From an optimization exercise on the open Yosys and OpenROAD flow, aimed at small area and a short achievable clock period; shortcuts taken in it are not production practice. Where RTL was checked, it was by simulation tests only, not by an equivalence proof against the original. No functional check of the RTL was part of runs 2 to 5. Power figures rest on the tool's default switching activity, not on a simulated workload.

### flow/config.mk
export PLATFORM = sky130hd
export DESIGN_NAME = dma_iface_top
export DESIGN_NICKNAME = dma_iface_top
export VERILOG_FILES = /design/flow/design.v
export SDC_FILE = /design/flow/constraint.sdc
export NUM_CORES = 4
export LEC_CHECK = 0
export CAP_MARGIN = 20
export CORE_MARGIN = 2
export CORE_UTILIZATION = 50
export CTS_CLUSTER_DIAMETER = 60
export CTS_CLUSTER_SIZE = 24
export PLACE_DENSITY = 0.65
export SETUP_SLACK_MARGIN = 1.9
export SLEW_MARGIN = 20
export SYNTH_HIERARCHICAL = 1
### flow/constraint.sdc
create_clock -name core_clock -period 4.0 [get_ports {pcie_clk}]
set_input_delay 0.8000 -clock core_clock [delete_from_list [all_inputs] [get_ports {pcie_clk}]]
set_output_delay 0.8000 -clock core_clock [all_outputs]
set_load 0.01 [all_outputs]
### flow/design.v
`default_nettype none
package dma_iface_pkg;
   localparam int MEM_ADDR_BITS = 10;
   typedef logic [MEM_ADDR_BITS-1:0] mem_addr_t;
   typedef logic [31:0]              host_word_t;
   typedef logic [3:0]               byte_mask_t;
   typedef logic [1:0]               if_sel_t;
   typedef logic [3:0]               mem_sel_t;
   typedef logic [63:0]              dsc_word_t;
   localparam mem_sel_t MEM_CFG    = 4'd0;
   localparam mem_sel_t MEM_TX_DSC = 4'd1;
   localparam mem_addr_t CFG_TX_DSC_MASK  = 10'd0;
   localparam mem_addr_t CFG_RX_DSC_MASK  = 10'd1;
   localparam mem_addr_t CFG_RX_BYTE_WAIT = 10'd2;
   localparam mem_addr_t CFG_CONTROL      = 10'd3;
   localparam mem_addr_t CFG_PCIE_SIZES   = 10'd4;
   localparam host_word_t NO_DATA = 32'hdeadbeef;
   typedef struct packed {
      mem_addr_t  addr;
      host_word_t data;
      byte_mask_t mask;
      logic       en;
   } host_lane_t;
   typedef struct packed {
      if_sel_t    if_sel;
      mem_sel_t   mem_sel;
      host_lane_t hi;
      host_lane_t lo;
   } host_wr_t;
   typedef struct packed {
      if_sel_t   if_sel;
      mem_sel_t  mem_sel;
      mem_addr_t addr_hi;
      logic      en_hi;
      mem_addr_t addr_lo;
      logic      en_lo;
   } host_rd_t;
   typedef struct packed {
      host_word_t hi;
      host_word_t lo;
   } host_rd_data_t;
endpackage
`default_nettype wire
`default_nettype none
package dma_pcie_pkg;
   typedef logic [2:0] pcie_size_code_t;
   typedef logic [9:0] pcie_bytes_t;
   localparam pcie_size_code_t SIZE_32   = 3'd0;
   localparam pcie_size_code_t SIZE_64   = 3'd1;
   localparam pcie_size_code_t SIZE_128  = 3'd2;
   localparam pcie_size_code_t SIZE_256  = 3'd3;
   localparam pcie_size_code_t SIZE_512  = 3'd4;
   localparam pcie_size_code_t SIZE_1024 = 3'd5;
endpackage
`default_nettype wire
`timescale 1ns/100ps
`default_nettype none
module dma_iface_top (
   input  logic        pcie_clk,
   input  logic        rst_n,
   input  logic [1:0]  host_wr_if_sel,
   input  logic [3:0]  host_wr_mem_sel,
   input  logic [9:0]  host_wr_hi_addr,
   input  logic [31:0] host_wr_hi_data,
   input  logic [3:0]  host_wr_hi_mask,
   input  logic        host_wr_hi_en,
   input  logic [9:0]  host_wr_lo_addr,
   input  logic [31:0] host_wr_lo_data,
   input  logic [3:0]  host_wr_lo_mask,
   input  logic        host_wr_lo_en,
   input  logic [1:0]  host_rd_if_sel,
   input  logic [3:0]  host_rd_mem_sel,
   input  logic [9:0]  host_rd_addr_hi,
   input  logic        host_rd_en_hi,
   input  logic [9:0]  host_rd_addr_lo,
   input  logic        host_rd_en_lo,
   output logic [31:0] host_rd_data_hi,
   output logic [31:0] host_rd_data_lo,
   input  logic [2:0]  max_payload_size,
   input  logic [2:0]  max_read_req_size,
   output logic        iface_rdy,
   output logic [63:0] tx_dsc_mask,
   output logic [63:0] rx_dsc_mask,
   output logic [15:0] rx_byte_wait,
   input  logic [3:0]  dsc_rd_addr,
   input  logic        dsc_rd_en,
   output logic [63:0] dsc_rd_data,
   output logic        dsc_rd_valid,
   input  logic [3:0]  dsc_clr_addr,
   input  logic        dsc_clr_en
);
   localparam logic [31:0] NO_DATA = 32'hdeadbeef;
   logic [3:0] rst_cnt;
   logic       soft_reset;
   logic       restart;
   logic       rdy_o, rdy_w, rdy_c;
   assign restart = !rst_n || soft_reset;
   always_ff @(posedge pcie_clk) begin
      if (restart) begin
         rst_cnt <= 4'd0;
      end else if (!rdy_c) begin
         rst_cnt <= rst_cnt + 4'd1;
      end
   end
   always_ff @(posedge pcie_clk) begin
      rdy_o <= !restart && (rdy_o || rst_cnt == 4'hf);
      rdy_w <= !restart && (rdy_w || rst_cnt == 4'hf);
      rdy_c <= !restart && (rdy_c || rst_cnt == 4'hf);
   end
   assign iface_rdy = rdy_o;
   logic wr_ok, wr_cfg, wr_dsc, rd_cfg;
   assign wr_ok  = rdy_w && (host_wr_if_sel == 2'd0);
   assign wr_cfg = wr_ok && (host_wr_mem_sel == 4'd0);
   assign wr_dsc = wr_ok && (host_wr_mem_sel == 4'd1);
   assign rd_cfg = (host_rd_if_sel == 2'd0) && (host_rd_mem_sel == 4'd0);
   logic cfg_hi_en, cfg_lo_en;
   assign cfg_hi_en = wr_cfg && host_wr_hi_en;
   assign cfg_lo_en = wr_cfg && host_wr_lo_en;
   logic [1:0] cfg_hi_hit, cfg_lo_hit;
   logic [3:0] tx_hi_ld, tx_lo_ld, rx_hi_ld, rx_lo_ld;
   logic [3:0] tx_hi_hold, tx_lo_hold, rx_hi_hold, rx_lo_hold;
   logic [1:0] wait_ld, wait_hold;
   logic [63:0] tx_next, rx_next;
   logic [15:0] wait_next;
   assign cfg_hi_hit = {host_wr_hi_addr == 10'd1, host_wr_hi_addr == 10'd0};
   assign cfg_lo_hit = {host_wr_lo_addr == 10'd1, host_wr_lo_addr == 10'd0};
   always_comb begin
      for (int b = 0; b < 4; b++) begin
         tx_hi_ld[b]   = cfg_hi_en && cfg_hi_hit[0] && host_wr_hi_mask[b];
         tx_lo_ld[b]   = cfg_lo_en && cfg_lo_hit[0] && host_wr_lo_mask[b];
         rx_hi_ld[b]   = cfg_hi_en && cfg_hi_hit[1] && host_wr_hi_mask[b];
         rx_lo_ld[b]   = cfg_lo_en && cfg_lo_hit[1] && host_wr_lo_mask[b];
         tx_hi_hold[b] = rdy_c && !tx_hi_ld[b];
         tx_lo_hold[b] = rdy_c && !tx_lo_ld[b];
         rx_hi_hold[b] = rdy_c && !rx_hi_ld[b];
         rx_lo_hold[b] = rdy_c && !rx_lo_ld[b];
      end
      for (int b = 0; b < 2; b++) begin
         wait_ld[b]   = cfg_lo_en && (host_wr_lo_addr == 10'd2) && host_wr_lo_mask[b];
         wait_hold[b] = rdy_c && !wait_ld[b];
      end
   end
   for (genvar i = 0; i < 32; i++) begin : g_cfg_bit
      iface_ao22 u_tx_hi (.a1 (tx_hi_ld[i/8]), .a2 (host_wr_hi_data[i]),
                          .b1 (tx_hi_hold[i/8]), .b2 (tx_dsc_mask[32+i]), .y (tx_next[32+i]));
      iface_ao22 u_tx_lo (.a1 (tx_lo_ld[i/8]), .a2 (host_wr_lo_data[i]),
                          .b1 (tx_lo_hold[i/8]), .b2 (tx_dsc_mask[i]), .y (tx_next[i]));
      iface_ao22 u_rx_hi (.a1 (rx_hi_ld[i/8]), .a2 (host_wr_hi_data[i]),
                          .b1 (rx_hi_hold[i/8]), .b2 (rx_dsc_mask[32+i]), .y (rx_next[32+i]));
      iface_ao22 u_rx_lo (.a1 (rx_lo_ld[i/8]), .a2 (host_wr_lo_data[i]),
                          .b1 (rx_lo_hold[i/8]), .b2 (rx_dsc_mask[i]), .y (rx_next[i]));
      if (i < 16) begin : g_wait
         iface_ao22 u_wait (.a1 (wait_ld[i/8]), .a2 (host_wr_lo_data[i]),
                            .b1 (wait_hold[i/8]), .b2 (rx_byte_wait[i]), .y (wait_next[i]));
      end
   end
   always_ff @(posedge pcie_clk) begin
      tx_dsc_mask  <= tx_next;
      rx_dsc_mask  <= rx_next;
      rx_byte_wait <= wait_next;
   end
   always_ff @(posedge pcie_clk) begin
      soft_reset <= cfg_lo_en && (host_wr_lo_addr == 10'd3) &&
                    host_wr_lo_data[0] && host_wr_lo_mask[0];
   end
   logic [2:0] mps_q, mrrs_q;
   always_ff @(posedge pcie_clk) begin
      mps_q  <= max_payload_size;
      mrrs_q <= max_read_req_size;
   end
   function automatic logic [9:0] size_bytes(input logic [2:0] code);
      logic [9:0] res;
      res = '0;
      for (int c = 0; c < 5; c++) res[5+c] = (code == 3'(c));
      size_bytes = res;
   endfunction
   logic [31:0] rd_word_hi, rd_word_lo;
   always_comb begin
      case (host_rd_addr_hi)
         10'd0:   rd_word_hi = tx_dsc_mask[63:32];
         10'd1:   rd_word_hi = rx_dsc_mask[63:32];
         10'd4:   rd_word_hi = {22'd0, size_bytes(mrrs_q)};
         default: rd_word_hi = 32'd0;
      endcase
      case (host_rd_addr_lo)
         10'd0:   rd_word_lo = tx_dsc_mask[31:0];
         10'd1:   rd_word_lo = rx_dsc_mask[31:0];
         10'd2:   rd_word_lo = {16'd0, rx_byte_wait};
         10'd4:   rd_word_lo = {22'd0, size_bytes(mps_q)};
         default: rd_word_lo = 32'd0;
      endcase
   end
   always_ff @(posedge pcie_clk) begin
      if (!rdy_c) begin
         host_rd_data_hi <= NO_DATA;
         host_rd_data_lo <= NO_DATA;
      end else begin
         if (host_rd_en_hi) host_rd_data_hi <= rd_cfg ? rd_word_hi : NO_DATA;
         if (host_rd_en_lo) host_rd_data_lo <= rd_cfg ? rd_word_lo : NO_DATA;
      end
   end
   logic [63:0] mem [16];
   logic [3:0]  hi_idx, lo_idx;
   logic        dsc_hi_en, dsc_lo_en;
   assign hi_idx    = host_wr_hi_addr[3:0];
   assign lo_idx    = host_wr_lo_addr[3:0];
   assign dsc_hi_en = wr_dsc && host_wr_hi_en;
   assign dsc_lo_en = wr_dsc && host_wr_lo_en;
   logic       sel_z;            
   logic       hi_go_n, lo_go_n;
   logic       hi_go, lo_go;
   logic [3:0] hi_byte_n, lo_byte_n;
   logic [3:0] hi_idx_n, lo_idx_n;
   logic [15:0] hi_hit_n, lo_hit_n;
   logic [63:0] hi_we, lo_we;
   iface_nor  #(.N(4)) u_sel_z (.a ({host_wr_if_sel, host_wr_mem_sel[3:2]}), .y (sel_z));
   iface_nand #(.N(3)) u_hi_go_n (.a ({host_wr_mem_sel[0], host_wr_hi_en, rdy_w}), .y (hi_go_n));
   iface_nand #(.N(3)) u_lo_go_n (.a ({host_wr_mem_sel[0], host_wr_lo_en, rdy_w}), .y (lo_go_n));
   iface_nor  #(.N(2)) u_hi_go (.a ({hi_go_n, host_wr_mem_sel[1]}), .y (hi_go));
   iface_nor  #(.N(2)) u_lo_go (.a ({lo_go_n, host_wr_mem_sel[1]}), .y (lo_go));
   iface_nor  #(.N(1)) u_hi_idx_n [3:0] (.a (hi_idx), .y (hi_idx_n));
   iface_nor  #(.N(1)) u_lo_idx_n [3:0] (.a (lo_idx), .y (lo_idx_n));
   for (genvar b = 0; b < 4; b++) begin : g_byte
      iface_nand #(.N(3)) u_hi (.a ({sel_z, hi_go, host_wr_hi_mask[b]}), .y (hi_byte_n[b]));
      iface_nand #(.N(3)) u_lo (.a ({sel_z, lo_go, host_wr_lo_mask[b]}), .y (lo_byte_n[b]));
   end
   for (genvar e = 0; e < 16; e++) begin : g_entry
      iface_nand #(.N(4)) u_hi_hit (
         .a ({e[3] ? hi_idx[3] : hi_idx_n[3], e[2] ? hi_idx[2] : hi_idx_n[2],
              e[1] ? hi_idx[1] : hi_idx_n[1], e[0] ? hi_idx[0] : hi_idx_n[0]}),
         .y (hi_hit_n[e]));
      iface_nand #(.N(4)) u_lo_hit (
         .a ({e[3] ? lo_idx[3] : lo_idx_n[3], e[2] ? lo_idx[2] : lo_idx_n[2],
              e[1] ? lo_idx[1] : lo_idx_n[1], e[0] ? lo_idx[0] : lo_idx_n[0]}),
         .y (lo_hit_n[e]));
      for (genvar b = 0; b < 4; b++) begin : g_we
         iface_nor #(.N(2)) u_hi_we (.a ({hi_hit_n[e], hi_byte_n[b]}), .y (hi_we[4*e+b]));
         iface_nor #(.N(2)) u_lo_we (.a ({lo_hit_n[e], lo_byte_n[b]}), .y (lo_we[4*e+b]));
      end
   end
   always_ff @(posedge pcie_clk) begin
      for (int e = 0; e < 16; e++) begin
         for (int b = 0; b < 4; b++) begin
            if (hi_we[4*e+b]) mem[e][32+8*b +: 8] <= host_wr_hi_data[8*b +: 8];
            if (lo_we[4*e+b]) mem[e][8*b +: 8]    <= host_wr_lo_data[8*b +: 8];
         end
      end
   end
   logic [15:0] rd_sel;
   logic [63:0] rd_next;
   logic [3:0]  rd_a_n;
   logic        rd_en_n;
   logic [15:0] rd_hit_n;
   iface_nor #(.N(1)) u_rd_a_n [3:0] (.a (dsc_rd_addr), .y (rd_a_n));
   iface_nor #(.N(1)) u_rd_en_n (.a (dsc_rd_en), .y (rd_en_n));
   for (genvar e = 0; e < 16; e++) begin : g_rd_sel
      iface_nand #(.N(4)) u_hit (
         .a ({e[3] ? dsc_rd_addr[3] : rd_a_n[3], e[2] ? dsc_rd_addr[2] : rd_a_n[2],
              e[1] ? dsc_rd_addr[1] : rd_a_n[1], e[0] ? dsc_rd_addr[0] : rd_a_n[0]}),
         .y (rd_hit_n[e]));
      iface_nor #(.N(2)) u_sel (.a ({rd_hit_n[e], rd_en_n}), .y (rd_sel[e]));
   end
   always_comb begin
      rd_next = dsc_rd_data & {64{!dsc_rd_en}};
      for (int e = 0; e < 16; e++) rd_next = rd_next | (mem[e] & {64{rd_sel[e]}});
   end
   always_ff @(posedge pcie_clk) begin
      dsc_rd_data <= rd_next;
   end
   logic [15:0] valid;
   always_ff @(posedge pcie_clk) begin
      if (!rdy_c) begin
         valid        <= '0;
         dsc_rd_valid <= 1'b0;
      end else begin
         for (int e = 0; e < 16; e++) begin
            if (dsc_hi_en && hi_idx == 4'(e))
               valid[e] <= 1'b1;
            else if (dsc_clr_en && dsc_clr_addr == 4'(e))
               valid[e] <= 1'b0;
         end
         if (dsc_rd_en) dsc_rd_valid <= valid[dsc_rd_addr];
      end
   end
endmodule
module iface_nand #(
   parameter int N = 2
) (
   input  logic [N-1:0] a,
   output logic         y
);
   assign y = !(&a);
endmodule
module iface_ao22 (
   input  logic a1,
   input  logic a2,
   input  logic b1,
   input  logic b2,
   output logic y
);
   assign y = (a1 & a2) | (b1 & b2);
endmodule
module iface_nor #(
   parameter int N = 2
) (
   input  logic [N-1:0] a,
   output logic         y
);
   assign y = !(|a);
endmodule
`default_nettype wire
### flow/flow/run.sh
#!/bin/bash
# standard synthesis, then the standard layout with plain buffers on the ports
# and a clock tree without dummy balancing loads
set -euo pipefail
bash standard.sh synth > synth.log 2>&1
bash standard.sh "BUFFER_PORTS_ARGS=-buffer_cell sky130_fd_sc_hd__buf_2" \
   "CTS_ARGS=-sink_clustering_enable -repair_clock_nets -sink_clustering_size 24 -sink_clustering_max_diameter 60 -dont_use_dummy_load" \
   "REMOVE_ABC_BUFFERS=1" finish > layout.log 2>&1
### flow/standard.sh
#!/bin/bash
# synth_recipe.tcl (not shown) runs the flow's synth.tcl, then flattens the netlist and writes it again
# the make line also repeats each setting of config.mk as NAME=value (left out here)
make -C /OpenROAD-flow-scripts/flow DESIGN_CONFIG=/design/flow/config.mk WORK_HOME=/design/flow/orfs CLKGATE_MAP_FILE= SYNTH_SCRIPT=/design/flow/synth_recipe.tcl "${@:-finish}"
==> out/metrics.cfg, run 1 <==
[worst_setup_path]
worst-path-max-fanout = 8
worst-endpoint-required_ns = 4.52
timing.critical_path.arrival_ns = 2.71
endpoint_kind = flip-flop
worstSetupStartpointType = input port
classification_of_the_worst_setup_path = in -> reg

[sta]
rsz0062_at_grt = yes
pins_over_their_slew_limit = 0
period_needed_ns = 2.193
final.period_utilization = 0.5484
number_of_hold_violations_in_the_final_report = 0
fin_worst_skew_ns = 0.05723
worst_slew_pin_slew_ns = 1.029
relative_slew_slack = 0.3140
setup_tns_ns = 0
top_achievable_clock_speed_mhz = 455.9
setup-violations-final = 0

[logic_synthesis]
netlist-cell-type-count = 60
syn-mean-instance-area_sq_um = 16.04
synth.yosys.seq_area_share = 0.7721
postSynth.asyncResetShare = 0
synthesis.area_sq_um = 47680
synthesis.instances = 2973
yosys_warnings = 8
number_of_synthesized_register_bits = 1327
number_of_enable_type_register_cells_in_the_synthesized_netlist = 1024
synth_flop_cell = sky130_fd_sc_hd__edfxtp_1

[global_route]
antenna_found_initial = 4
number_of_global_route_vias_before_repair = 30950
wire_length_of_the_first_global_routing_pass_um = 213200
grt_util_all_layers = 0.2988
grt_remaining_overflow = 0
grt_max_degree = 65

[power_and_ir_drop]
power.switching_mw = 5.039
combPwrFrac = 0.045
clock_power_share = 0.332
vdd.ir_drop.worst_mv = 0.3001
powerDensity_nw_per_um2 = 433.8
switching_share = 0.2090
power.total_mw = 24.11
cellLeakagePower_nw = 18.99
proportion_of_power_drawn_by_flip_flops_and_latches = 0.623
cellInternalPower_mw = 19.07

[layout]
drive_gt1_frac = 0.2458
final_standard_cell_area_without_fillers_sq_um = 55590
number_of_inserted_filler_cells_in_the_final_layout = 7222
layout.nets = 3692
multi_input_comb_area_sq_um = 10780
area.growth.synth_to_final_pct = 16.59
area.sequential_sq_um = 36840

[clocking]
cts.sinks = 1327
ctsLongestPathBuffers = 3
path_clk_slew_ns = 0.08
worstSkewPairLatency_ns = 0.67
cts_tree = yes
cts_hold_repair.buffers = 0
cts-buffers-inserted = 86
clk_root_buffer_cell = sky130_fd_sc_hd__clkbuf_16
htreeDepth = 3

[flow_run]
max_cap_violations = 0

[route]
route.detailed.wl_per_inst_um = 31.48
detail_route.iter0.violations = 4049
routed_via_density = 6.555
route.final.wire_length_um = 151400
detail_route.first_pass.iterations = 6
drc = 0
detailroute.via_count = 31520
postRouteAntennaNets = 0

[placed_design]
hpwlAfterDp_um = 96640
place_congestion = 0.9789
postPlaceCellArea_sq_um = 52520
place.port_buffers = 419

[floorplanning]
fp.dieArea_sq_um = 97840
initial_utilization = 0.5033
placementRows = 113
core_sq_um = 94730
die_h_um = 312.8
design.portCount = 420
die_width_um = 312.8

[outcome]
outcome = no timing/DRC/antenna violations

[hold_path]
classification_of_the_worst_slack_hold_path = in -> reg

-- path summary, 6_finish.rpt --
path | startpoint | slack [ns] | cells past startpoint | to
worst min-delay path | max_payload_size[2] | 0.24 | 1 | mps_q[2]$_DFF_P_
worst max register to register | rdy_w$_DFF_P_ | 1.93 | 8 | mem[1][4]$_DFFE_PP_
worst max-delay path | host_wr_mem_sel[2] | 1.81 | 8 | rx_dsc_mask[30]$_DFF_P_
worst min register to register | mem[15][58]$_DFFE_PP_ | 0.45 | 2 | dsc_rd_data[58]$_DFF_P_
-- modules after synthesis, one instance, submodules excluded, excerpt --
module         cells inside  copies in the design  area, sq um
dma_iface_top          2611                     1        45460
iface_ao22                1                   144        8.758
-- per-layer routing --
| layer | track usage | part of all wire |
|---|---|---|
| met4 | 0.1024 | 0.034 |
| met5 | 0 | 0 |
| met1 | 0.3977 | 0.38 |
| met2 | 0.5020 | 0.49 |
| met3 | 0.04863 | 0.10 |
-- area by class of cell --
cell class	instances	share of cell area
diodes	1	0.00004502
multi-input cells	1470	0.1939
clock buffers	86	0.03871
flip-flops and latches	1327	0.6627
well taps	1265	0.02847
repair buffers	639	0.07455
inverters	21	0.001621
-- flip-flops by register name, summed over array words and instances, names as in the netlist --
register / cells
tx_dsc_mask: 64
rdy_w: 1
valid: 16
rst_cnt: 4
mrrs_q: 3
soft_reset: 1
dsc_rd_data: 64
rx_byte_wait: 16
rdy_o: 1
mps_q: 3
mem: 1024
host_rd_data_hi: 32
dsc_rd_valid: 1
rx_dsc_mask: 64
host_rd_data_lo: 32
rdy_c: 1
-- cell usage in the layout, fill, tap and decap left out, types with 7 or more instances in the layout --
master	synthesis	layout
sky130_fd_sc_hd__nand4_1	54	54
sky130_fd_sc_hd__and2_4	0	8
sky130_fd_sc_hd__mux2_2	20	20
sky130_fd_sc_hd__a22oi_1	237	237
sky130_fd_sc_hd__edfxtp_1	1024	1024
sky130_fd_sc_hd__o21ai_0	20	20
sky130_fd_sc_hd__a222oi_1	64	64
sky130_fd_sc_hd__dfxtp_2	0	20
sky130_fd_sc_hd__clkbuf_16	0	88
sky130_fd_sc_hd__nor2_1	250	214
sky130_fd_sc_hd__nor2_2	0	14
sky130_fd_sc_hd__o21a_4	0	8
sky130_fd_sc_hd__o211ai_1	7	7
sky130_fd_sc_hd__nand2_1	82	82
sky130_fd_sc_hd__dfxtp_1	303	283
sky130_fd_sc_hd__nand2b_1	9	8
sky130_fd_sc_hd__inv_1	20	14
sky130_fd_sc_hd__mux2i_1	46	46
sky130_fd_sc_hd__a22o_1	219	218
sky130_fd_sc_hd__nor2b_1	9	9
sky130_fd_sc_hd__and3_1	68	68
sky130_fd_sc_hd__buf_12	0	19
sky130_fd_sc_hd__a21oi_1	29	21
sky130_fd_sc_hd__buf_4	0	179
sky130_fd_sc_hd__buf_2	7	414
sky130_fd_sc_hd__a221o_1	11	11
sky130_fd_sc_hd__nand3_1	86	81
sky130_fd_sc_hd__a221oi_2	0	13
sky130_fd_sc_hd__buf_6	0	20
sky130_fd_sc_hd__a221oi_1	140	126
sky130_fd_sc_hd__o221ai_1	24	24
sky130_fd_sc_hd__nor2_4	0	22
-- timing repair --
action | in CTS | in global routing
setup endpoints to repair | 1111 | 233
pin swaps | 26 | 48
resized for setup | 98 | 67
cloned | 0 | 4
setup buffers | 18 | 9
-- cells by family (layout without fill, tap and decap cells) --
logic type                 after synthesis  after routing  share of synthesized area
and+or+nand+nor                        613            613                    0.06214
DFF                                   1327           1327                     0.7721
buffers and inverters                  176            746                    0.01404
adders and majority gates                1              1                  0.0002624
AOI/OAI and AO/OA                      785            785                     0.1355
xor gates and xnor gates                 3              3                  0.0005512
muxes                                   68             68                    0.01533
other                                    0              1                          0
-- cells in the mapped netlist, types with 24 or more instances --
master	instances	area share
sky130_fd_sc_hd__dfxtp_1	303	0.13
sky130_fd_sc_hd__nor2_1	250	0.020
sky130_fd_sc_hd__clkbuf_1	108	0.0085
sky130_fd_sc_hd__a22oi_1	237	0.037
sky130_fd_sc_hd__and3_1	68	0.0089
sky130_fd_sc_hd__a22o_1	219	0.040
sky130_fd_sc_hd__nand4_1	54	0.0071
sky130_fd_sc_hd__nand3_1	86	0.0090
sky130_fd_sc_hd__nand2_1	82	0.0065
sky130_fd_sc_hd__a21oi_1	29	0.0030
sky130_fd_sc_hd__edfxtp_1	1024	0.64
sky130_fd_sc_hd__a221oi_1	140	0.026
sky130_fd_sc_hd__mux2i_1	46	0.0097
sky130_fd_sc_hd__a222oi_1	64	0.013
sky130_fd_sc_hd__o221ai_1	24	0.0044
sky130_fd_sc_hd__buf_1	40	0.0031
-- power by group through the flow --
| stage | Sequential (mW) | Combinational (mW) | Clock (mW) |
|---|---|---|---|
| 2_1_floorplan | 15.3 | 0.327 | 0 |
| 3_3_place_gp | 15.3 | 1.01 | 0 |
| 3_5_place_dp | 15.3 | 1.03 | 0 |
| 4_1_cts | 15.0 | 1.05 | 8.08 |
| 5_1_grt | 15.0 | 1.14 | 8.54 |
| 6_report | 15.0 | 1.08 | 8.01 |
-- through the flow --
step                      cells  hold WS, ns  setup slack, ns    util
after floorplan            2818       0.4405           0.1474       -
after global placement     4691       0.4346           0.6128  0.5545
after detailed placement   4691       0.4398           0.5170  0.5545
after CTS                  4795       0.2137            1.831  0.5824
after global routing       4809       0.2225            1.804  0.5868
final                      4809       0.2394            1.807  0.5868
-- critical path, stage by stage --
cell,delay (ns)
sky130_fd_sc_hd__buf_8,0.10
sky130_fd_sc_hd__or4_4,0.57
sky130_fd_sc_hd__nor3_4,0.22
sky130_fd_sc_hd__buf_6,0.20
sky130_fd_sc_hd__buf_6,0.12
sky130_fd_sc_hd__nand3_4,0.17
sky130_fd_sc_hd__o21a_4,0.30
sky130_fd_sc_hd__a22o_1,0.21
==> run 2: changes to the inputs <==
--- a/flow/design.v
+++ b/flow/design.v
@@ -249,18 +249,23 @@
    logic [15:0] rd_sel;
+   logic        rd_hold;
    logic [63:0] rd_next;
-   logic [3:0]  rd_a_n;
-   logic        rd_en_n;
-   logic [15:0] rd_hit_n;
-   iface_nor #(.N(1)) u_rd_a_n [3:0] (.a (dsc_rd_addr), .y (rd_a_n));
-   iface_nor #(.N(1)) u_rd_en_n (.a (dsc_rd_en), .y (rd_en_n));
-   for (genvar e = 0; e < 16; e++) begin : g_rd_sel
-      iface_nand #(.N(4)) u_hit (
-         .a ({e[3] ? dsc_rd_addr[3] : rd_a_n[3], e[2] ? dsc_rd_addr[2] : rd_a_n[2],
-              e[1] ? dsc_rd_addr[1] : rd_a_n[1], e[0] ? dsc_rd_addr[0] : rd_a_n[0]}),
-         .y (rd_hit_n[e]));
-      iface_nor #(.N(2)) u_sel (.a ({rd_hit_n[e], rd_en_n}), .y (rd_sel[e]));
-   end
    always_comb begin
-      rd_next = dsc_rd_data & {64{!dsc_rd_en}};
-      for (int e = 0; e < 16; e++) rd_next = rd_next | (mem[e] & {64{rd_sel[e]}});
+      for (int e = 0; e < 16; e++) rd_sel[e] = dsc_rd_en && (dsc_rd_addr == 4'(e));
+   end
+   assign rd_hold = !dsc_rd_en;
+   for (genvar i = 0; i < 64; i++) begin : g_rd_bit
+      logic [5:0] part_n;
+      logic [1:0] half;
+      for (genvar k = 0; k < 5; k++) begin : g_part
+         iface_aoi222 u_part (
+            .a1 (rd_sel[3*k]),   .a2 (mem[3*k][i]),
+            .b1 (rd_sel[3*k+1]), .b2 (mem[3*k+1][i]),
+            .c1 (rd_sel[3*k+2]), .c2 (mem[3*k+2][i]),
+            .y  (part_n[k]));
+      end
+      iface_aoi22 u_last (.a1 (rd_sel[15]), .a2 (mem[15][i]),
+                          .b1 (rd_hold), .b2 (dsc_rd_data[i]), .y (part_n[5]));
+      iface_nand #(.N(3)) u_half0 (.a (part_n[2:0]), .y (half[0]));
+      iface_nand #(.N(3)) u_half1 (.a (part_n[5:3]), .y (half[1]));
+      assign rd_next[i] = half[0] | half[1];
    end
@@ -302,2 +307,22 @@
 endmodule
+module iface_aoi222 (
+   input  logic a1,
+   input  logic a2,
+   input  logic b1,
+   input  logic b2,
+   input  logic c1,
+   input  logic c2,
+   output logic y
+);
+   assign y = !((a1 & a2) | (b1 & b2) | (c1 & c2));
+endmodule
+module iface_aoi22 (
+   input  logic a1,
+   input  logic a2,
+   input  logic b1,
+   input  logic b2,
+   output logic y
+);
+   assign y = !((a1 & a2) | (b1 & b2));
+endmodule
 module iface_nor #(
==> flow/flow/run.sh (replaced) <==
#!/bin/bash
# standard synthesis, then the standard layout with plain buffers on the ports
set -euo pipefail
bash standard.sh synth > synth.log 2>&1
bash standard.sh "BUFFER_PORTS_ARGS=-buffer_cell sky130_fd_sc_hd__buf_2" finish > layout.log 2>&1
==> out/metrics.cfg, run 2 <==
[logic_synthesis]
synth.yosys.seq_area_share = 0.7828
synth_flop_cell = sky130_fd_sc_hd__edfxtp_1
netlist-cell-type-count = 58
post-synth-top-area-cell = sky130_fd_sc_hd__edfxtp_1
postSynth.asyncResetShare = 0
number_of_enable_type_register_cells_in_the_synthesized_netlist = 1024
top_cell_types_by_occurrence_after_synthesis = 1024 x sky130_fd_sc_hd__edfxtp_1, 320 x sky130_fd_sc_hd__a222oi_1, 303 x sky130_fd_sc_hd__dfxtp_1
yosys_warnings = 9
synthesis.area_sq_um = 47030
number_of_synthesized_register_bits = 1327
syn-mean-instance-area_sq_um = 17.30
synthMostInstantiatedCell = sky130_fd_sc_hd__edfxtp_1
synth_top_area_frac = 0.6538
synth_top_cells_by_area = sky130_fd_sc_hd__edfxtp_1 65%, sky130_fd_sc_hd__dfxtp_1 13%, sky130_fd_sc_hd__a222oi_1 6.8%
synthesis.instances = 2719

[hold_path]
min-delay-start = max_payload_size[2]
classification_of_the_worst_slack_hold_path = in -> reg
holdPathEnd = mps_q[2]$_DFF_P_
min_delay_path_depth = 1

[power_and_ir_drop]
proportion_of_power_drawn_by_flip_flops_and_latches = 0.580
clock_power_share = 0.374
power.total_mw = 25.89
combPwrFrac = 0.046
switching_share = 0.2319
power.switching_mw = 6.003
cellLeakagePower_nw = 19.26
vdd.ir_drop.worst_mv = 0.3382
cellInternalPower_mw = 19.89
powerDensity_nw_per_um2 = 452.2

[route]
drc = 0
route.detailed.wl_per_inst_um = 30.34
postRouteAntennaNets = 0
detail_route.iter0.violations = 4884
detailroute.via_count = 30660
detail_route.first_pass.iterations = 9
route.final.wire_length_um = 141900
routed_via_density = 6.553

[floorplanning]
design.portCount = 420
core_sq_um = 93330
fp.dieArea_sq_um = 96530
die_h_um = 310.7
initial_utilization = 0.5039
die_width_um = 310.7
placementRows = 112

[global_route]
grt_remaining_overflow = 0
number_of_global_route_vias_before_repair = 30050
wire_length_of_the_first_global_routing_pass_um = 201200
grt_max_degree = 65
grt_util_all_layers = 0.2792
antenna_found_initial = 2

[worst_setup_path]
rrSetupSlack_ns = 1.93
worstSetupStartpointType = input port
endpoint_kind = flip-flop
classification_of_the_worst_setup_path = in -> reg
rr_startpoint = rdy_w$_DFF_P_
timing.critical_path.arrival_ns = 2.80
worst_r2r_endpoint = rx_dsc_mask[6]$_DFF_P_
worst-endpoint-required_ns = 4.56
rr_worst_depth = 9
worst-path-max-fanout = 8

[layout]
drive_gt1_frac = 0.3203
largest_register_ff_count = 1024
mostFrequentLayoutCell = sky130_fd_sc_hd__edfxtp_1
final_cell_mix = 1024 x sky130_fd_sc_hd__edfxtp_1, 410 x sky130_fd_sc_hd__buf_2, 320 x sky130_fd_sc_hd__a222oi_1
area.growth.synth_to_final_pct = 21.73
layout.nets = 3494
largest_register = mem
final_standard_cell_area_without_fillers_sq_um = 57250

[placed_design]
hpwlAfterDp_um = 87460
postPlaceCellArea_sq_um = 51960
place_congestion = 0.9290
place.port_buffers = 419

[sta]
setup_tns_ns = 0
period_needed_ns = 2.242
setup-violations-final = 0
final.period_utilization = 0.5604
fin_worst_hold_slack_ns = 0.2269
number_of_hold_violations_in_the_final_report = 0
top_achievable_clock_speed_mhz = 446.1
fin_worst_skew_ns = 0.02461
relative_slew_slack = 0.2355
worst_slew_pin_slew_ns = 1.147
rsz0062_at_grt = yes
pins_over_their_slew_limit = 0

[clocking]
clk_root_buffer_cell = sky130_fd_sc_hd__clkbuf_16
ctsLongestPathBuffers = 3
htreeDepth = 3
path_clk_slew_ns = 0.08
cts-buffers-inserted = 87
worstSkewPairLatency_ns = 0.68
cts.sinks = 1327
cts_tree = yes
cts_hold_repair.buffers = 0

[outcome]
outcome = no timing/DRC/antenna violations

[flow_run]
max_cap_violations = 0

run 2: layout make-up:
class,count,area [sq um]
multi-input combinational,1339,11510
antenna,2,5.005
timing repair buffer,578,4200
sequential,1327,36830
inverter,14,56.30
clock inverter,68,819.5
fill,6680,36080
clock buffer,96,2253
tap,1254,1569
run 2: cells by family (layout without fill, tap and decap cells):
logic type / Yosys count / count (layout) / share of synthesized area
compound gates: 655 / 655 / 0.1316
xor+xnor: 3 / 3 / 0.0005588
fa+ha+maj: 1 / 1 / 0.0002660
buf+inv: 54 / 756 / 0.004735
flops: 1327 / 1327 / 0.7828
mux: 69 / 69 / 0.01556
other cells: 0 / 2 / 0
simple gates: 610 / 611 / 0.06446
run 2: worst max-delay path, cell delays in order:
cell                      delay, ns
sky130_fd_sc_hd__buf_8         0.09
sky130_fd_sc_hd__or4_4         0.52
sky130_fd_sc_hd__or3_4         0.39
sky130_fd_sc_hd__nor2_4        0.14
sky130_fd_sc_hd__buf_12        0.14
sky130_fd_sc_hd__buf_12        0.10
sky130_fd_sc_hd__buf_16        0.10
sky130_fd_sc_hd__buf_12        0.12
sky130_fd_sc_hd__a31oi_4       0.14
sky130_fd_sc_hd__a22o_1        0.23
run 2: layer usage:
metal / wire length, um / global-route usage / vias up
met5: 0 / 0 / -
met4: 5070 / 0.09870 / 0
met1: 53530 / 0.3675 / 15490
li1: - / - / 12970
met2: 69850 / 0.4751 / 1961
met3: 13490 / 0.04106 / 230
run 2: what timing repair did:
item                                   4_1_cts  5_1_grt
endpoints found under the hold margin        0        0
buffers inserted                            52       33
pin swaps                                   47       62
setup endpoints to repair                  960      906
cloned                                       6        6
resized for setup                          196       65
run 2: Yosys stat by module (local to each module, per instance), excerpt:
module,flops+latches,cell area (sq um),cells inside,times used
iface_ao22,0,8.758,1,144
iface_aoi22,0,12.51,1,64
iface_aoi222,0,10.01,1,320
dma_iface_top,1327,40340,1882,1
run 2: worst max-delay path by stage:
stage                      startpoint                      end  slack, ns  cells past startpoint
floorplan                   dsc_rd_en   dsc_rd_data[0]$_DFF_P_      -0.23                      6
global placement       dsc_rd_addr[3]  dsc_rd_data[24]$_DFF_P_       0.77                      7
detailed placement     dsc_rd_addr[3]  dsc_rd_data[24]$_DFF_P_       0.69                      7
CTS                     rdy_w$_DFF_P_      mem[6][3]$_DFFE_PP_       1.74                      5
global route        host_wr_if_sel[0]   tx_dsc_mask[5]$_DFF_P_       1.73                     10
finish              host_wr_if_sel[0]   rx_dsc_mask[6]$_DFF_P_       1.76                     10
run 2: power by group through the flow:
stage	Combinational [mW]	Clock, mW	Sequential, mW
after global placement	1.09	0	15.3
after detailed placement	1.11	0	15.3
after global routing	1.26	10.3	15.0
after CTS	1.16	9.79	15.0
final	1.20	9.68	15.0
after floorplan	0.405	0	15.4
run 2: through the flow:
step | worst slack (ns) | cells | utilization
global route | 1.731 | 4676 | 0.6134
finish | 1.758 | 4678 | 0.6134
CTS | 1.740 | 4637 | 0.6062
floorplan | -0.2275 | 2719 | -
detailed placement | 0.6876 | 4415 | 0.5567
global placement | 0.7669 | 4415 | 0.5567
==> run 3: changes to the inputs <==
--- a/flow/config.mk
+++ b/flow/config.mk
@@ -13,3 +13,3 @@
 export PLACE_DENSITY = 0.65
-export SETUP_SLACK_MARGIN = 1.9
+export SETUP_SLACK_MARGIN = 2.05
 export SLEW_MARGIN = 20
==> out/metrics.cfg, run 3 <==
[outcome]
outcome = no timing/DRC/antenna violations

[clocking]
ctsLongestPathBuffers = 3
cts-buffers-inserted = 96
path_clk_slew_ns = 0.09
clk_root_buffer_cell = sky130_fd_sc_hd__clkbuf_16
cts_tree = yes
htreeDepth = 3
cts.sinks = 1327
worstSkewPairLatency_ns = 0.69
cts_hold_repair.buffers = 0

[sta]
fin_worst_hold_slack_ns = 0.2243
worst_slew_pin_slew_ns = 1.033
period_needed_ns = 2.212
fin_worst_skew_ns = 0.03799
rsz0062_at_grt = yes
pins_over_their_slew_limit = 0
relative_slew_slack = 0.3113
number_of_hold_violations_in_the_final_report = 0
final.period_utilization = 0.5530
setup_tns_ns = 0
setup-violations-final = 0
top_achievable_clock_speed_mhz = 452.1

[worst_setup_path]
rr_startpoint = rdy_w$_DFF_P_
timing.critical_path.arrival_ns = 2.76
total_buffers_and_inverters_traversed_by_the_critical_path = 4
crit_family = simple AND/OR/NAND/NOR gates
worstSetupStartpointType = input port
endpoint_kind = flip-flop
rrSetupSlack_ns = 1.98
crit_top_cell = sky130_fd_sc_hd__buf_12
slowest_stage = sky130_fd_sc_hd__or4_4
critical_path.max_stage_delay_ns = 0.53
rr_worst_depth = 8
crit_path_cell_trace = buf_8 -> or4_4 -> or3_4 -> buf_12 -> buf_12 -> nor3_4 -> buf_12 -> a21oi_4 -> a22o_1
worst-path-max-fanout = 8
classification_of_the_worst_setup_path = in -> reg
worst-endpoint-required_ns = 4.55
worst_r2r_endpoint = tx_dsc_mask[62]$_DFF_P_

[layout]
layout.nets = 3757
largest_register = mem
largest_register_ff_count = 1024
n_antenna_cell = 0
final_core_util = 0.6658
area.growth.synth_to_final_pct = 32.12
number_of_inserted_filler_cells_in_the_final_layout = 6142
drive_gt1_frac = 0.4439
final_cell_mix = 1024 x sky130_fd_sc_hd__edfxtp_1, 320 x sky130_fd_sc_hd__a222oi_1, 313 x sky130_fd_sc_hd__buf_4
mostFrequentLayoutCell = sky130_fd_sc_hd__edfxtp_1
final_standard_cell_area_without_fillers_sq_um = 62140

[logic_synthesis]
synth_top_cells_by_area = sky130_fd_sc_hd__edfxtp_1 65%, sky130_fd_sc_hd__dfxtp_1 13%, sky130_fd_sc_hd__a222oi_1 6.8%
post_synth_xor_area_fraction = 0.0005587
synthesis.area_sq_um = 47030
combinational_family_with_the_most_area_after_synthesis = compound AO/OA/AOI/OAI gates
synthSimpleGateAreaFrac = 0.06446
synth_flop_cell = sky130_fd_sc_hd__edfxtp_1
yosys-mux-area-fraction = 0.01556
top_cell_types_by_occurrence_after_synthesis = 1024 x sky130_fd_sc_hd__edfxtp_1, 320 x sky130_fd_sc_hd__a222oi_1, 303 x sky130_fd_sc_hd__dfxtp_1
post-synth-top-area-cell = sky130_fd_sc_hd__edfxtp_1
netlist-cell-type-count = 58
synthMostInstantiatedCell = sky130_fd_sc_hd__edfxtp_1
synth.yosys.seq_area_share = 0.7828
synth_top_area_frac = 0.6538
postSynth.asyncResetShare = 0
yosys_warnings = 9
synthesis.instances = 2719
synth_adder_area_share = 0.0002660
number_of_enable_type_register_cells_in_the_synthesized_netlist = 1024
syn-mean-instance-area_sq_um = 17.30
number_of_synthesized_register_bits = 1327
synth_compound_area_frac = 0.1316

[placed_design]
place_congestion = 0.9268
postPlaceCellArea_sq_um = 51920
place.port_buffers = 419
hpwlAfterDp_um = 89390

[floorplanning]
fp.dieArea_sq_um = 96530
design.portCount = 420
initial_utilization = 0.5039
core_sq_um = 93330
placementRows = 112
die_width_um = 310.7
die_h_um = 310.7

[route]
postRouteAntennaNets = 0
route.final.wire_length_um = 149100
drc = 0
detail_route.first_pass.iterations = 9
detailroute.via_count = 32260
route.detailed.wl_per_inst_um = 30.15
routed_via_density = 6.522
detail_route.iter0.violations = 5189

[hold_path]
holdPathEnd = mps_q[1]$_DFF_P_
classification_of_the_worst_slack_hold_path = in -> reg
min_delay_path_depth = 1
min-delay-start = max_payload_size[1]

[global_route]
grt_max_degree = 65
antenna_found_initial = 1
wire_length_of_the_first_global_routing_pass_um = 212100
grt_remaining_overflow = 0
grt_util_all_layers = 0.2950
number_of_global_route_vias_before_repair = 31890

[power_and_ir_drop]
cellLeakagePower_nw = 21.29
power.total_mw = 27.08
vdd.ir_drop.worst_mv = 0.3342
powerDensity_nw_per_um2 = 435.8

[flow_run]
max_cap_violations = 0

-- run 3: cell counts after synthesis --
Identical to the previous run, type by type.
-- run 3: per-stage QoR --
step,setup slack (ns),cells
after floorplan,-0.2275,2719
after global placement,0.5763,4412
after detailed placement,0.5321,4413
after CTS,1.860,4878
after global routing,1.798,4946
final,1.788,4946
-- run 3: cell families after synthesis --
kind of cell,Yosys count
flops,1327
fa+ha+maj,1
compound gates,655
buf+inv,54
xor+xnor,3
simple gates,610
mux,69
-- run 3: worst max path at each step --
stage	from	cells after the start	to	slack [ns]
2_1_floorplan	dsc_rd_en	6	dsc_rd_data[0]$_DFF_P_	-0.23
3_3_place_gp	dsc_rd_en	8	dsc_rd_data[24]$_DFF_P_	0.58
3_5_place_dp	dsc_rd_en	8	dsc_rd_data[31]$_DFF_P_	0.53
4_1_cts	host_wr_mem_sel[2]	9	tx_dsc_mask[55]$_DFF_P_	1.86
5_1_grt	host_wr_mem_sel[2]	9	tx_dsc_mask[62]$_DFF_P_	1.80
6_report	host_wr_mem_sel[2]	9	tx_dsc_mask[62]$_DFF_P_	1.79
-- run 3: report_power, final --
part	leakage [nW]	switching (mW)	total (mW)	internal, mW
Sequential	11.7	0.106	15.0	14.9
Clock	1.67	5.44	10.5	5.07
Combinational	7.86	0.867	1.55	0.683
Total	21.3	6.41	27.1	20.7
-- run 3: repair_timing --
| item | in CTS | in global routing |
|---|---|---|
| resized for setup | 829 | 95 |
| setup endpoints to repair | 1482 | 1198 |
| pin swaps | 115 | 138 |
| setup buffers | 269 | 60 |
| gates cloned | 16 | 8 |
-- run 3: layout make-up --
class,instances,area (sq um),share of cell area
Sequential cell,1327,37250,0.5996
Clock inverter,74,967.2,0.01557
Timing Repair Buffer,830,8041,0.1294
Tap cell,1254,1569,0.02525
Inverter,14,58.81,0.0009464
Clock buffer,106,2505,0.04031
Multi-Input combinational cell,1341,11740,0.1889
-- run 3: metal layers --
layer / up-vias / routed length (um) / track usage
met2: 2205 / 74660 / 0.5065
met1: 16240 / 54020 / 0.3796
li1: 13490 / - / -
met5: - / 0 / 0
met3: 326 / 14520 / 0.04725
met4: 0 / 5938 / 0.1090
-- run 3: per-module statistics from Yosys (local to each module, per instance), excerpt --
module	cells inside	flip-flops and latches	copies in the design	area, sq um
dma_iface_top	1882	1327	1	40340
iface_ao22	1	0	144	8.758
iface_aoi22	1	0	64	12.51
iface_aoi222	1	0	320	10.01
==> run 4: changes to the inputs <==
--- a/flow/design.v
+++ b/flow/design.v
@@ -118,3 +118,2 @@
    assign cfg_lo_en = wr_cfg && host_wr_lo_en;
-   logic [1:0] cfg_hi_hit, cfg_lo_hit;
    logic [3:0] tx_hi_ld, tx_lo_ld, rx_hi_ld, rx_lo_ld;
@@ -124,18 +123,41 @@
    logic [15:0] wait_next;
-   assign cfg_hi_hit = {host_wr_hi_addr == 10'd1, host_wr_hi_addr == 10'd0};
-   assign cfg_lo_hit = {host_wr_lo_addr == 10'd1, host_wr_lo_addr == 10'd0};
-   always_comb begin
-      for (int b = 0; b < 4; b++) begin
-         tx_hi_ld[b]   = cfg_hi_en && cfg_hi_hit[0] && host_wr_hi_mask[b];
-         tx_lo_ld[b]   = cfg_lo_en && cfg_lo_hit[0] && host_wr_lo_mask[b];
-         rx_hi_ld[b]   = cfg_hi_en && cfg_hi_hit[1] && host_wr_hi_mask[b];
-         rx_lo_ld[b]   = cfg_lo_en && cfg_lo_hit[1] && host_wr_lo_mask[b];
-         tx_hi_hold[b] = rdy_c && !tx_hi_ld[b];
-         tx_lo_hold[b] = rdy_c && !tx_lo_ld[b];
-         rx_hi_hold[b] = rdy_c && !rx_hi_ld[b];
-         rx_lo_hold[b] = rdy_c && !rx_lo_ld[b];
-      end
-      for (int b = 0; b < 2; b++) begin
-         wait_ld[b]   = cfg_lo_en && (host_wr_lo_addr == 10'd2) && host_wr_lo_mask[b];
-         wait_hold[b] = rdy_c && !wait_ld[b];
+   logic       cfg_sel_z, cfg_ms_z, rdy_c_n;
+   logic       chi_za, chi_zb, clo_za, clo_zb;
+   logic       chi_p_n, chi_q_n, clo_p_n, clo_q_n, chi_go, clo_go;
+   logic       chi_a0_n, clo_a0_n, clo_a1_n;
+   logic [1:0] chi_lit;
+   logic [2:0] clo_lit;
+   iface_nor #(.N(4)) u_cfg_sel_z (.a ({host_wr_if_sel, host_wr_mem_sel[3:2]}), .y (cfg_sel_z));
+   iface_nor #(.N(2)) u_cfg_ms_z (.a (host_wr_mem_sel[1:0]), .y (cfg_ms_z));
+   iface_nor #(.N(1)) u_rdy_c_n (.a (rdy_c), .y (rdy_c_n));
+   iface_nor  #(.N(4)) u_chi_za (.a (host_wr_hi_addr[9:6]), .y (chi_za));
+   iface_nor  #(.N(4)) u_chi_zb (.a (host_wr_hi_addr[5:2]), .y (chi_zb));
+   iface_nor  #(.N(4)) u_clo_za (.a (host_wr_lo_addr[9:6]), .y (clo_za));
+   iface_nor  #(.N(4)) u_clo_zb (.a (host_wr_lo_addr[5:2]), .y (clo_zb));
+   iface_nand #(.N(3)) u_chi_p (.a ({host_wr_hi_en, rdy_w, cfg_ms_z}), .y (chi_p_n));
+   iface_nand #(.N(3)) u_clo_p (.a ({host_wr_lo_en, rdy_w, cfg_ms_z}), .y (clo_p_n));
+   iface_nand #(.N(3)) u_chi_q (.a ({chi_za, chi_zb, cfg_sel_z}), .y (chi_q_n));
+   iface_nand #(.N(3)) u_clo_q (.a ({clo_za, clo_zb, cfg_sel_z}), .y (clo_q_n));
+   iface_nor  #(.N(2)) u_chi_go (.a ({chi_p_n, chi_q_n}), .y (chi_go));
+   iface_nor  #(.N(2)) u_clo_go (.a ({clo_p_n, clo_q_n}), .y (clo_go));
+   iface_nor #(.N(1)) u_chi_a0_n (.a (host_wr_hi_addr[0]), .y (chi_a0_n));
+   iface_nor #(.N(1)) u_clo_a0_n (.a (host_wr_lo_addr[0]), .y (clo_a0_n));
+   iface_nor #(.N(1)) u_clo_a1_n (.a (host_wr_lo_addr[1]), .y (clo_a1_n));
+   iface_nor #(.N(2)) u_chi_lit0 (.a (host_wr_hi_addr[1:0]), .y (chi_lit[0]));
+   iface_nor #(.N(2)) u_chi_lit1 (.a ({host_wr_hi_addr[1], chi_a0_n}), .y (chi_lit[1]));
+   iface_nor #(.N(2)) u_clo_lit0 (.a (host_wr_lo_addr[1:0]), .y (clo_lit[0]));
+   iface_nor #(.N(2)) u_clo_lit1 (.a ({host_wr_lo_addr[1], clo_a0_n}), .y (clo_lit[1]));
+   iface_nor #(.N(2)) u_clo_lit2 (.a ({clo_a1_n, host_wr_lo_addr[0]}), .y (clo_lit[2]));
+   for (genvar b = 0; b < 4; b++) begin : g_cfg_byte
+      iface_and   #(.N(3)) u_tx_hi_ld (.a ({chi_go, chi_lit[0], host_wr_hi_mask[b]}), .y (tx_hi_ld[b]));
+      iface_and   #(.N(3)) u_tx_lo_ld (.a ({clo_go, clo_lit[0], host_wr_lo_mask[b]}), .y (tx_lo_ld[b]));
+      iface_and   #(.N(3)) u_rx_hi_ld (.a ({chi_go, chi_lit[1], host_wr_hi_mask[b]}), .y (rx_hi_ld[b]));
+      iface_and   #(.N(3)) u_rx_lo_ld (.a ({clo_go, clo_lit[1], host_wr_lo_mask[b]}), .y (rx_lo_ld[b]));
+      iface_aoi31 u_tx_hi_hold (.a ({chi_go, chi_lit[0], host_wr_hi_mask[b]}), .b (rdy_c_n), .y (tx_hi_hold[b]));
+      iface_aoi31 u_tx_lo_hold (.a ({clo_go, clo_lit[0], host_wr_lo_mask[b]}), .b (rdy_c_n), .y (tx_lo_hold[b]));
+      iface_aoi31 u_rx_hi_hold (.a ({chi_go, chi_lit[1], host_wr_hi_mask[b]}), .b (rdy_c_n), .y (rx_hi_hold[b]));
+      iface_aoi31 u_rx_lo_hold (.a ({clo_go, clo_lit[1], host_wr_lo_mask[b]}), .b (rdy_c_n), .y (rx_lo_hold[b]));
+      if (b < 2) begin : g_wait
+         iface_and   #(.N(3)) u_wait_ld (.a ({clo_go, clo_lit[2], host_wr_lo_mask[b]}), .y (wait_ld[b]));
+         iface_aoi31 u_wait_hold (.a ({clo_go, clo_lit[2], host_wr_lo_mask[b]}), .b (rdy_c_n), .y (wait_hold[b]));
       end
@@ -249,3 +271,2 @@
    logic [15:0] rd_sel;
-   logic        rd_hold;
    logic [63:0] rd_next;
@@ -253,19 +274,4 @@
       for (int e = 0; e < 16; e++) rd_sel[e] = dsc_rd_en && (dsc_rd_addr == 4'(e));
-   end
-   assign rd_hold = !dsc_rd_en;
-   for (genvar i = 0; i < 64; i++) begin : g_rd_bit
-      logic [5:0] part_n;
-      logic [1:0] half;
-      for (genvar k = 0; k < 5; k++) begin : g_part
-         iface_aoi222 u_part (
-            .a1 (rd_sel[3*k]),   .a2 (mem[3*k][i]),
-            .b1 (rd_sel[3*k+1]), .b2 (mem[3*k+1][i]),
-            .c1 (rd_sel[3*k+2]), .c2 (mem[3*k+2][i]),
-            .y  (part_n[k]));
-      end
-      iface_aoi22 u_last (.a1 (rd_sel[15]), .a2 (mem[15][i]),
-                          .b1 (rd_hold), .b2 (dsc_rd_data[i]), .y (part_n[5]));
-      iface_nand #(.N(3)) u_half0 (.a (part_n[2:0]), .y (half[0]));
-      iface_nand #(.N(3)) u_half1 (.a (part_n[5:3]), .y (half[1]));
-      assign rd_next[i] = half[0] | half[1];
+      rd_next = dsc_rd_data & {64{!dsc_rd_en}};
+      for (int e = 0; e < 16; e++) rd_next = rd_next | (mem[e] & {64{rd_sel[e]}});
    end
@@ -307,21 +313,16 @@
 endmodule
-module iface_aoi222 (
-   input  logic a1,
-   input  logic a2,
-   input  logic b1,
-   input  logic b2,
-   input  logic c1,
-   input  logic c2,
-   output logic y
+module iface_and #(
+   parameter int N = 2
+) (
+   input  logic [N-1:0] a,
+   output logic         y
 );
-   assign y = !((a1 & a2) | (b1 & b2) | (c1 & c2));
+   assign y = &a;
 endmodule
-module iface_aoi22 (
-   input  logic a1,
-   input  logic a2,
-   input  logic b1,
-   input  logic b2,
-   output logic y
+module iface_aoi31 (
+   input  logic [2:0] a,
+   input  logic       b,
+   output logic       y
 );
-   assign y = !((a1 & a2) | (b1 & b2));
+   assign y = !((&a) | b);
 endmodule
--- a/flow/config.mk
+++ b/flow/config.mk
@@ -13,4 +13,4 @@
 export PLACE_DENSITY = 0.65
-export SETUP_SLACK_MARGIN = 2.05
-export SLEW_MARGIN = 20
+export SETUP_SLACK_MARGIN = 1.9
+export SLEW_MARGIN = 50
 export SYNTH_HIERARCHICAL = 1
==> out/metrics.cfg, run 4 <==
[logic_synthesis]
synth.yosys.seq_area_share = 0.7599
synthesis.area_sq_um = 48450
synthMostInstantiatedCell = sky130_fd_sc_hd__edfxtp_1
synth_flop_cell = sky130_fd_sc_hd__edfxtp_1
synthesis.instances = 3161
yosys_warnings = 8
netlist-cell-type-count = 58
synth_top_cells_by_area = sky130_fd_sc_hd__edfxtp_1 63%, sky130_fd_sc_hd__dfxtp_1 13%, sky130_fd_sc_hd__a22oi_1 4.8%
postSynth.asyncResetShare = 0
post-synth-top-area-cell = sky130_fd_sc_hd__edfxtp_1
top_cell_types_by_occurrence_after_synthesis = 1024 x sky130_fd_sc_hd__edfxtp_1, 308 x sky130_fd_sc_hd__a22oi_1, 303 x sky130_fd_sc_hd__dfxtp_1
number_of_enable_type_register_cells_in_the_synthesized_netlist = 1024
syn-mean-instance-area_sq_um = 15.33
synth_top_area_frac = 0.6347
number_of_synthesized_register_bits = 1327

[layout]
largest_register_ff_count = 1024
mostFrequentLayoutCell = sky130_fd_sc_hd__edfxtp_1
drive_gt1_frac = 0.2793
area.growth.synth_to_final_pct = 21.35
final_cell_mix = 1024 x sky130_fd_sc_hd__edfxtp_1, 413 x sky130_fd_sc_hd__buf_2, 292 x sky130_fd_sc_hd__dfxtp_1
final_standard_cell_area_without_fillers_sq_um = 58790
final_core_util = 0.6097
largest_register = mem
finalNonFillerCells = 5112
number_of_inserted_filler_cells_in_the_final_layout = 7218
layout.nets = 3915

[route]
drc = 0
route.detailed.wl_per_inst_um = 30.41
postRouteAntennaNets = 0
route.final.wire_length_um = 155500
detailroute.via_count = 32800
detail_route.first_pass.iterations = 6
detail_route.iter0.violations = 4979
routed_via_density = 6.415

[sta]
pins_over_their_slew_limit = 0
number_of_hold_violations_in_the_final_report = 0
fin_worst_hold_slack_ns = 0.2272
period_needed_ns = 2.172
relative_slew_slack = 0.4754
fin_worst_skew_ns = 0.02438
setup-violations-final = 0
setup_tns_ns = 0
top_achievable_clock_speed_mhz = 460.4
worst_slew_pin_slew_ns = 0.7857
rsz0062_at_grt = yes
final.period_utilization = 0.5430
layout_setup_ws_ns = 1.828

[clocking]
ctsLongestPathBuffers = 3
cts-buffers-inserted = 82
htreeDepth = 3
path_clk_slew_ns = 0.10
cts_hold_repair.buffers = 0
clk_root_buffer_cell = sky130_fd_sc_hd__clkbuf_16
cts_tree = yes
cts.sinks = 1327
worstSkewPairLatency_ns = 0.68

[worst_setup_path]
rr_startpoint = rdy_c$_DFF_P_
total_buffers_and_inverters_traversed_by_the_critical_path = 1
classification_of_the_worst_setup_path = in -> reg
crit_family = simple AND/OR/NAND/NOR gates
critical_path.max_stage_delay_ns = 0.59
endpoint_kind = flip-flop
critical_path.startpoint = host_rd_addr_lo[5]
timing.critical_path.arrival_ns = 2.77
rrSetupSlack_ns = 2.00
worst-endpoint-required_ns = 4.60
slowest_stage = sky130_fd_sc_hd__or4b_4
rr_worst_depth = 5
crit_top_cell = sky130_fd_sc_hd__or4_4
worstSetupStartpointType = input port
worst-path-max-fanout = 5
worst_r2r_endpoint = host_rd_data_lo[14]$_SDFFE_PN0P_
crit_path_cell_trace = buf_6 -> or4_4 -> or4_4 -> or4b_4 -> o22ai_1 -> and2_1

[power_and_ir_drop]
clock_power_share = 0.365
powerDensity_nw_per_um2 = 434.8
vdd.ir_drop.worst_mv = 0.3153
power.total_mw = 25.56
cellLeakagePower_nw = 20.39
switching_share = 0.2285
cellInternalPower_mw = 19.72
proportion_of_power_drawn_by_flip_flops_and_latches = 0.587
combPwrFrac = 0.048
power.switching_mw = 5.841

[placed_design]
hpwlAfterDp_um = 96350
numPlacedInstances = 4849
place_congestion = 0.9286
place.port_buffers = 419
postPlaceCellArea_sq_um = 53950
detailedPlace.worstSlack_ns = 0.8109

[global_route]
number_of_global_route_vias_before_repair = 30560
wire_length_of_the_first_global_routing_pass_um = 217900
grt_util_all_layers = 0.3047
antenna_found_initial = 3
grt_remaining_overflow = 0
grt_max_degree = 52

[hold_path]
classification_of_the_worst_slack_hold_path = in -> reg
min-delay-start = max_payload_size[2]
holdPathEnd = mps_q[2]$_DFF_P_
min_delay_path_depth = 1

[outcome]
outcome = no timing/DRC/antenna violations

[floorplanning]
core_sq_um = 96420
die_h_um = 315.3
die_width_um = 315.3
design.portCount = 420
initial_utilization = 0.5024
placementRows = 114
fp.dieArea_sq_um = 99400

[flow_run]
max_cap_violations = 0

-- run 4: cell count changes after synthesis, moves of 22 or more --
| cell | change |
|---|---|
| sky130_fd_sc_hd__a2111oi_0 | +48 |
| sky130_fd_sc_hd__a21oi_1 | +70 |
| sky130_fd_sc_hd__a222oi_1 | -281 |
| sky130_fd_sc_hd__a22oi_1 | +307 |
| sky130_fd_sc_hd__a22oi_2 | -64 |
| sky130_fd_sc_hd__and3_1 | +215 |
| sky130_fd_sc_hd__clkbuf_1 | +121 |
| sky130_fd_sc_hd__mux2i_1 | -34 |
| sky130_fd_sc_hd__nand2_1 | +22 |
| sky130_fd_sc_hd__nand3_1 | -90 |
| sky130_fd_sc_hd__nand4_1 | +36 |
| sky130_fd_sc_hd__nor2b_1 | +62 |
| sky130_fd_sc_hd__o21ai_0 | +34 |
| sky130_fd_sc_hd__or2_2 | -52 |
-- run 4: logic make-up (layout without fill, tap and decap cells) --
group                      Yosys count  after routing  synth area share
DFF                               1327           1327            0.7599
and+or+nand+nor                    822            827           0.09367
AOI/OAI and AO/OA                  789            789            0.1236
buffers and inverters              191            860           0.01508
muxes                               27             27          0.006689
xor gates and xnor gates             3              3         0.0005425
adders and majority gates            2              2         0.0004649
other                                0              1                 0
-- run 4: worst max-delay path by stage --
stage	to	slack, ns	depth (start not counted)
2_1_floorplan	host_rd_data_lo[17]$_SDFFE_PN0P_	1.26	6
3_3_place_gp	tx_dsc_mask[54]$_DFF_P_	0.26	6
3_5_place_dp	dsc_rd_data[31]$_DFF_P_	0.81	8
4_1_cts	dsc_rd_data[31]$_DFF_P_	1.82	7
5_1_grt	host_rd_data_lo[24]$_SDFFE_PN0P_	1.78	6
6_report	host_rd_data_lo[24]$_SDFFE_PN0P_	1.83	6
-- run 4: final cells by class --
cell class / count / area (sq um) / share of cell area
clock buffers: 104 / 2250 / 0.03827
multi-input cells: 1648 / 12390 / 0.2108
repair buffers: 682 / 5021 / 0.08541
well taps: 1276 / 1597 / 0.02716
inverters: 27 / 101.3 / 0.001724
flip-flops and latches: 1327 / 36830 / 0.6265
diodes: 1 / 2.502 / 0.00004256
clock inverters: 47 / 593.1 / 0.01009
-- run 4: power groups by stage --
stage / registers [mW] / clock network [mW] / logic [mW]
6_report: 15.0 / 9.33 / 1.22
4_1_cts: 15.0 / 9.39 / 1.19
3_3_place_gp: 15.3 / 0 / 1.13
5_1_grt: 15.0 / 9.89 / 1.29
2_1_floorplan: 15.3 / 0 / 0.455
3_5_place_dp: 15.3 / 0 / 1.15
-- run 4: routing by layer --
metal,vias up,global-route usage,routed length [um]
met2,1960,0.4788,72840
met1,16620,0.4368,60760
met3,263,0.05815,17340
met4,4,0.08391,4441
li1,13950,-,-
met5,-,0.004836,72
-- run 4: what timing repair did --
item,in CTS,in global routing
cloned,6,2
pin swaps,49,18
buffers inserted,87,14
setup endpoints to repair,775,209
resized for setup,73,54
-- run 4: per-module statistics from Yosys (local to each module, per instance), a selection --
| module | cells inside | flops+latches | times used |
|---|---|---|---|
| dma_iface_top | 2779 | 1327 | 1 |
| iface_ao22 | 1 | 0 | 144 |
| iface_aoi31 | 1 | 0 | 18 |
==> run 5: changes to the inputs <==
==> flow/flow/run.sh (replaced) <==
#!/bin/bash
# standard synthesis, then the standard layout with plain buffers on the ports
# and a clock tree without dummy balancing loads
set -euo pipefail
bash standard.sh synth > synth.log 2>&1
bash standard.sh "BUFFER_PORTS_ARGS=-buffer_cell sky130_fd_sc_hd__buf_2" \
   "CTS_ARGS=-sink_clustering_enable -repair_clock_nets -sink_clustering_size 24 -sink_clustering_max_diameter 60 -dont_use_dummy_load" \
   finish > layout.log 2>&1
==> out/metrics.cfg, run 5 <==
[outcome]
outcome = no timing/DRC/antenna violations

[route]
routed_via_density = 6.503
detail_route.iter0.violations = 4795
route.detailed.wl_per_inst_um = 30.89
detailroute.via_count = 32950
detail_route.first_pass.iterations = 7
postRouteAntennaNets = 0

[clocking]
worstSkewPairLatency_ns = 0.66
cts_tree = yes
path_clk_slew_ns = 0.10
cts_hold_repair.buffers = 0

[worst_setup_path]
worst_r2r_endpoint = valid[4]$_SDFFE_PN0P_
worst-path-max-fanout = 5
critical_path.max_stage_delay_ns = 0.59
crit_top_cell = sky130_fd_sc_hd__or4_4
timing.critical_path.arrival_ns = 2.77
endpoint_kind = flip-flop
rr_startpoint = rdy_w$_DFF_P_
rrSetupSlack_ns = 1.94
worst-endpoint-required_ns = 4.57
rr_worst_depth = 5
crit_path_cell_trace = buf_6 -> or4_4 -> or4_4 -> or4b_4 -> o22ai_2 -> and2_1
classification_of_the_worst_setup_path = in -> reg

[logic_synthesis]
number_of_synthesized_register_bits = 1327
synthMostInstantiatedCell = sky130_fd_sc_hd__edfxtp_1
top_cell_types_by_occurrence_after_synthesis = 1024 x sky130_fd_sc_hd__edfxtp_1, 308 x sky130_fd_sc_hd__a22oi_1, 303 x sky130_fd_sc_hd__dfxtp_1
synthesis.area_sq_um = 48450
netlist-cell-type-count = 58
synth_flop_cell = sky130_fd_sc_hd__edfxtp_1
post-synth-top-area-cell = sky130_fd_sc_hd__edfxtp_1
synth_top_area_frac = 0.6347
synthesis.instances = 3161
yosys_warnings = 8
postSynth.asyncResetShare = 0
synth.yosys.seq_area_share = 0.7599
syn-mean-instance-area_sq_um = 15.33

[layout]
largest_register = mem
largest_register_ff_count = 1024
final_cell_mix = 1024 x sky130_fd_sc_hd__edfxtp_1, 413 x sky130_fd_sc_hd__buf_2, 292 x sky130_fd_sc_hd__dfxtp_1
drive_gt1_frac = 0.2791
layout.nets = 3936
area.sequential_sq_um = 36830
final_core_util = 0.6052

[sta]
setup-violations-final = 0
setup_tns_ns = 0
final.period_utilization = 0.5509
period_needed_ns = 2.204
worst_slew_pin_slew_ns = 0.7559
pins_over_their_slew_limit = 0
top_achievable_clock_speed_mhz = 453.8
fin_worst_hold_slack_ns = 0.2304
fin_worst_skew_ns = 0.05444

[power_and_ir_drop]
powerDensity_nw_per_um2 = 412.7
cellLeakagePower_nw = 20.19
vdd.ir_drop.worst_mv = 0.2855

[floorplanning]
core_sq_um = 96420
placementRows = 114
initial_utilization = 0.5024
fp.dieArea_sq_um = 99400
design.portCount = 420
die_h_um = 315.3

[global_route]
wire_length_of_the_first_global_routing_pass_um = 217500
grt_util_all_layers = 0.3047
grt_max_degree = 52
number_of_global_route_vias_before_repair = 30560
grt_remaining_overflow = 0

[flow_run]
max_cap_violations = 0

[placed_design]
place.port_buffers = 419
hpwlAfterDp_um = 96350

[hold_path]
classification_of_the_worst_slack_hold_path = in -> reg

## run 5: what timing repair did
item | 4_1_cts | 5_1_grt
resized for setup | 84 | 80
gates cloned | 6 | 4
setup buffers | 97 | 25
endpoints found under the setup margin | 774 | 249
pin swaps | 56 | 30
endpoints found under the hold margin | 0 | 0
## run 5: kinds of logic after synthesis
group / share of synthesized area
flip-flops: 0.7599
AND/OR/NAND/NOR: 0.09367
AO/OA/AOI/OAI: 0.1236
buffers and inverters: 0.01508
multiplexers: 0.006689
XOR/XNOR: 0.0005425
adder cells (fa/ha/maj): 0.0004649
## run 5: how the worst max path moves through the flow
stage                                       end                from  slack (ns)
2_1_floorplan  host_rd_data_lo[17]$_SDFFE_PN0P_  host_rd_addr_lo[5]        1.26
3_3_place_gp            tx_dsc_mask[54]$_DFF_P_  host_wr_hi_addr[3]        0.26
3_5_place_dp            dsc_rd_data[31]$_DFF_P_           dsc_rd_en        0.81
4_1_cts                    mem[2][12]$_DFFE_PP_  host_wr_mem_sel[3]        1.87
5_1_grt        host_rd_data_lo[24]$_SDFFE_PN0P_  host_rd_addr_lo[5]        1.76
6_report       host_rd_data_lo[29]$_SDFFE_PN0P_  host_rd_addr_lo[5]        1.80
## run 5: cell type report
cell class,instances,area share
clock buffers,82,0.03517
diodes,3,0.0001287
inverters,27,0.001737
flip-flops and latches,1327,0.6312
well taps,1276,0.02736
multi-input cells,1648,0.2142
repair buffers,703,0.09017
## run 5: per-stage QoR
stage | worst slack, ns | instance area, sq um | instances
after floorplan | 1.262 | 49720 | 3161
after global placement | 0.2577 | 53810 | 4845
after detailed placement | 0.8109 | 53950 | 4849
after CTS | 1.870 | 57650 | 5034
after global routing | 1.760 | 58350 | 5064
final | 1.796 | 58350 | 5066
## run 5: per-layer routing
metal  routed length (um)  GRT usage  up-vias
met4                 4550    0.08595        4
li1                     -          -    13910
met5                   27          0        -
met3                17510    0.05907      258
met1                60950     0.4379    16790
met2                73430     0.4760     1983
## run 5: worst max-delay path, delay by kind of cell
kind	cells	cell delay [ns]
and+or+nand+nor	4	1.76
AOI/OAI and AO/OA	1	0.12
buffers and inverters	1	0.09
## run 5: modules after synthesis (local to each module, per instance), a selection
module | cells | flip-flops and latches
dma_iface_top | 2779 | 1327
iface_ao22 | 1 | 0
iface_aoi31 | 1 | 0
## run 5: where the power goes
group / switching, mW / leakage [nW] / internal (mW)
Clock: 4.19 / 1.01 / 3.64
Combinational: 0.811 / 7.51 / 0.427
Sequential: 0.0972 / 11.7 / 14.9

## separate check: timing with driven ports
No port has a modelled driver above. Below, the same layouts with a new extraction and two added sets of constraints. Step 1 sets driving cells, clkbuf_16 on the clock port and buf_2 on the other inputs (assumed; they add their load-dependent delay and slew). Step 2 also shifts input and output timing later by t, the mid clock arrival at the registers, as if the neighbouring blocks saw the same clock. Three values: no drivers, after step 1, after step 2; two values: the first two.
| run | shift t [ns] | slack for setup (ns) | worst data-port slew with drivers (ns) |
|---|---|---|---|
| run 1 | 0.709 | 1.807 / 1.831 / 1.123 | 0.10 |
| run 2 | 0.739 | 1.758 / 1.785 / 1.046 | 0.11 |
| run 3 | 0.747 | 1.788 / 1.820 / 1.073 | 0.11 |
| run 4 | 0.723 | 1.828 / 1.836 / 1.113 | 0.14 |
| run 5 | 0.699 | 1.796 / 1.820 / 1.121 | 0.14 |
After both steps every run listed still meets setup and hold.
